Source: an optimization exercise on an open RTL-to-GDS flow (aim: small area, a short achievable clock period and few clock cycles per item). Production flows keep margins and buffers that such runs may drop. Where RTL was checked, it was by simulation tests only, not by an equivalence proof against the original. No activity file was given, so power comes from the tool's default toggle rates.

## job 104
==> flow/design.v (excerpt) <==
module wav_header_chunk_parser (
    input  logic        clk,
    input  logic        rst_n,
    input  logic        in_valid,
    output logic        in_stall,
    input  logic [7:0]  byte_value,
    input  logic        end_of_file,
    input  logic        cfg_valid,
    output logic        cfg_ready,
    input  logic [3:0]  cfg_data,
    output logic        out_valid,
    input  logic        out_stall,
    output logic        payload_valid,
    output logic [7:0]  payload_byte,
    output logic        payload_last,
    output logic [15:0] audio_format,
    output logic [15:0] num_channels,
    output logic [31:0] sample_freq,
    output logic [15:0] bits_per_sample,
    output logic [31:0] payload_size,
    output logic [2:0]  status
);
    logic [5:0]  pos_q;              
    logic        first_q;            
    logic        ph_h, ph_w, ph_p;   
    logic [2:0]  st_q;               
    logic [15:0] fmt_q, ch_q, bits_q;
    logic [31:0] rate_q, psize_q;
    logic [31:0] cnt_q;              
    logic [2:0]  hc_q;               
    logic        skip_q;             
    logic        match_q;            
    logic [3:0]  chunks_q;
    logic [3:0]  limit_q;
    logic        ov_q, pv_q, pl_q;
    logic [7:0]  pb_q;
    logic [5:0]  pos_n;
    logic [2:0]  st_n;
    logic        phh_n, phw_n, php_n;
    logic [2:0]  hc_n;
    logic        skip_n, match_n;
    logic [3:0]  chunks_n;
    logic        pv_n, pl_n;
    logic        hold, acc, take, src_eof;
    logic        sk_v, sk_eof;
    logic [7:0]  sk_d;
    logic        live, chk;
    logic [7:0]  d;
    logic [31:0] size;
    logic [31:0] cnt_dec;
    logic [3:0]  chunks_dec;
    logic [7:0]  hdr_tag, id_tag;
    logic        p3, p11, p23;
    logic        hdr_ok, id_ok;
    logic        cnt_one, size_zero;
    logic        cnt_count, cnt_load, psize_load;
    assign hold      = ov_q & out_stall;
    assign in_stall  = sk_v;
    assign take      = in_valid & ~sk_v;
    assign acc       = (sk_v | in_valid) & ~hold;
    assign d         = sk_v ? sk_d : byte_value;
    assign src_eof   = sk_v ? sk_eof : end_of_file;
    assign cfg_ready = 1'b1;
    assign p3         = (pos_q == 6'd3);
    assign p11        = (pos_q == 6'd11);
    assign p23        = (pos_q == 6'd23);
    assign live       = ph_h || ph_w || ph_p || (st_q == StDone);
  ...
clock: 5.5 ns
lec_check: 0
cap_margin: 20
core_margin: 2
core_utilization: 50
setup_slack_margin: 3.6
slew_margin: 20
standard.sh (not shown) runs the stock make flow with config.mk's settings and CLKGATE_MAP_FILE= SYNTH_SCRIPT=/design/flow/synth_recipe.tcl, a recipe that flattens the netlist after the stock synthesis.
==> flow/flow/run.sh <==
#!/bin/bash
# Standard ORFS layout, except that the port buffers use a small buffer cell
# (buf_1) instead of the delay-buffer cell buffer_ports picks by default;
# repair_design / repair_timing still resize them where needed.
set -euo pipefail
export BUFFER_PORTS_ARGS="-buffer_cell sky130_fd_sc_hd__buf_1"
bash standard.sh > standard.log 2>&1
Job 104: done, clean on timing, DRC and antenna
--- input diff job 104..job 105 ---
Settings: SETUP_SLACK_MARGIN changed from 3.6 to 3.3; CORE_UTILIZATION changed from 50 to 55.
### Flow results
Job 105 completed every stage of the flow, and the final layout passed the timing, DRC and antenna checks.
Against job 104, total routed wirelength in job 105 came out better.
On total power: job 105 sits below job 104.
Job 105 against job 104: highest ir drop seen on vdd lost 11%, multi-input gate share of the layout cell area lost 0.19 points, design area lost 9.2%, overall routing resource usage picked up an extra 2.7 points, area of the core lost 9.0%.
Cell row count: job 105 lower than job 104
Function was not checked in any run of this note: the RTL went through the layout flow alone.

========
wav_header_chunk_parser, a different RTL version from the one above (not shown whole).
Size in the first run: about 180 flip-flops, ~0.0082 mm^2 of cells after synthesis.
export LEC_CHECK = 0
export CAP_MARGIN = 20
export CORE_MARGIN = 2
export CORE_UTILIZATION = 55
export SETUP_SLACK_MARGIN = 3.0
export SLEW_MARGIN = 20
create_clock -name core_clock -period 5.5 [get_ports {clk}]
Scripts as last shown in full above: flow/flow/run.sh
The starting point ran to the end with no violations.
Testbench counts at the start, summed over its fixed seeds: cycles 34,672, items 34,664.
Change:
==> flow/run.sh (new file) <==
#!/bin/bash
# synth_recipe.tcl (not shown) runs the flow's synth.tcl, then flattens the netlist and writes it again
# the make line also repeats each setting of config.mk as NAME=value (left out here)
make -C /OpenROAD-flow-scripts/flow DESIGN_CONFIG=/design/flow/config.mk WORK_HOME=/design/flow/orfs CLKGATE_MAP_FILE= SYNTH_SCRIPT=/design/flow/synth_recipe.tcl finish
removed: flow/flow/run.sh
removed: flow/standard.sh
The changed run completed with no timing, DRC or antenna violations; total power grows by 3.1%; core utilization goes up by 6.5 points; global-route usage goes up by 1.5 points; sequential power stays flat; non-clock buffer count increases by 6; setup slack improves by 0.031 ns; cell count increases by 0.58%; wire length rises by 4.0%; final area goes up by 9.2%.

========
job 101:
Another version of the RTL of wav_header_chunk_parser (not shown whole).
Size: about 620 cells after synthesis, ~150 I/O pins, ~7800 µm² of cells after synthesis.
## wav_header_chunk_parser
module wav_header_chunk_parser (
    input  logic        clk,
    input  logic        rst_n,
    input  logic        in_valid,
    output logic        in_stall,
    input  logic [7:0]  byte_value,
    input  logic        end_of_file,
    input  logic        cfg_valid,
    output logic        cfg_ready,
    input  logic [3:0]  cfg_data,
    output logic        out_valid,
    input  logic        out_stall,
    output logic        payload_valid,
    output logic [7:0]  payload_byte,
    output logic        payload_last,
    output logic [15:0] audio_format,
    output logic [15:0] num_channels,
    output logic [31:0] sample_freq,
    output logic [15:0] bits_per_sample,
    output logic [31:0] payload_size,
    output logic [2:0]  status
);
Settings: LEC_CHECK=0, CAP_MARGIN=20, CORE_MARGIN=2, CORE_UTILIZATION=55, SETUP_SLACK_MARGIN=3.0, SLEW_MARGIN=20; clock period 5.5 ns.
run.sh (not shown) runs the stock make flow with config.mk's settings and CLKGATE_MAP_FILE= SYNTH_SCRIPT=/design/flow/synth_recipe.tcl, a recipe that flattens the netlist after the stock synthesis.
Stock flow here: none of the scripts above is used.
Job 101 has completed all stages; timing, DRC and antenna checks passed.
For job 102, these inputs were changed with respect to job 101:
- a deleted SETUP_SLACK_MARGIN that had been 3.0
--- outcome ---
Area overhead of the layout relative to synthesis in job 102 vs job 101: down 10 points. The wire length of the first global-routing pass of job 102 was superior to that of job 101. Clock-buffer cell count down 1 in job 102 wrt job 101. When the final numbers for job 102 and job 101 were put side by side, the setup slack turned out to be greater in job 101. Diff job 101 -> job 102 | total power draw | down by a few percent. Compare job 102 and job 101 | critical path depth in cells lower: job 101. Going from job 101 to job 102, post-route clock period utilization moved up; number of H-tree levels level.
No run of this note included a check of the RTL's function; only the layout flow was run.

==> afterwards: timing with drivers on the ports <==
In the flow no input, the clock included, has a driving cell. The finished layouts below were timed again as built, in two steps. Step 1 assumes that a clkbuf_16 drives the clock port and a buf_2 every other input. Step 2 times the ports against the registers' clock, not the clock port: input delays grow and output delays shrink by t, the midpoint of the rising clock arrivals with the driver on. a / b / c = ideal ports / drivers / drivers and shift; a / b = the first two.
| run | t (ns) | slack for setup (ns) | worst setup path after step 2 | cell pins on the clock port's net |
|---|---|---|---|---|
| job 104 | 0.476 | 2.411 / 2.411 / 2.265 | input to register | 1 |
| job 105 | 0.469 | 2.585 / 2.585 / 2.218 | input to register | 1 |
| the first run of note 2 | 0.464 | 2.967 / 2.944 / 2.617 | input to register | 1 |
| the second run of note 2 | 0.477 | 2.998 / 2.959 / 2.542 | input to register | 1 |
| job 101 | 0.469 | 2.917 / 2.917 / 2.482 | input to register | 1 |
| job 102 | 0.463 | 2.041 / 2.041 / 1.594 | input to register | 1 |
After both steps setup and hold are still met in every run listed. For the second run of note 2, which loses most, drivers alone change the setup slack by -0.039 ns; drivers and shift together by -0.456 ns.
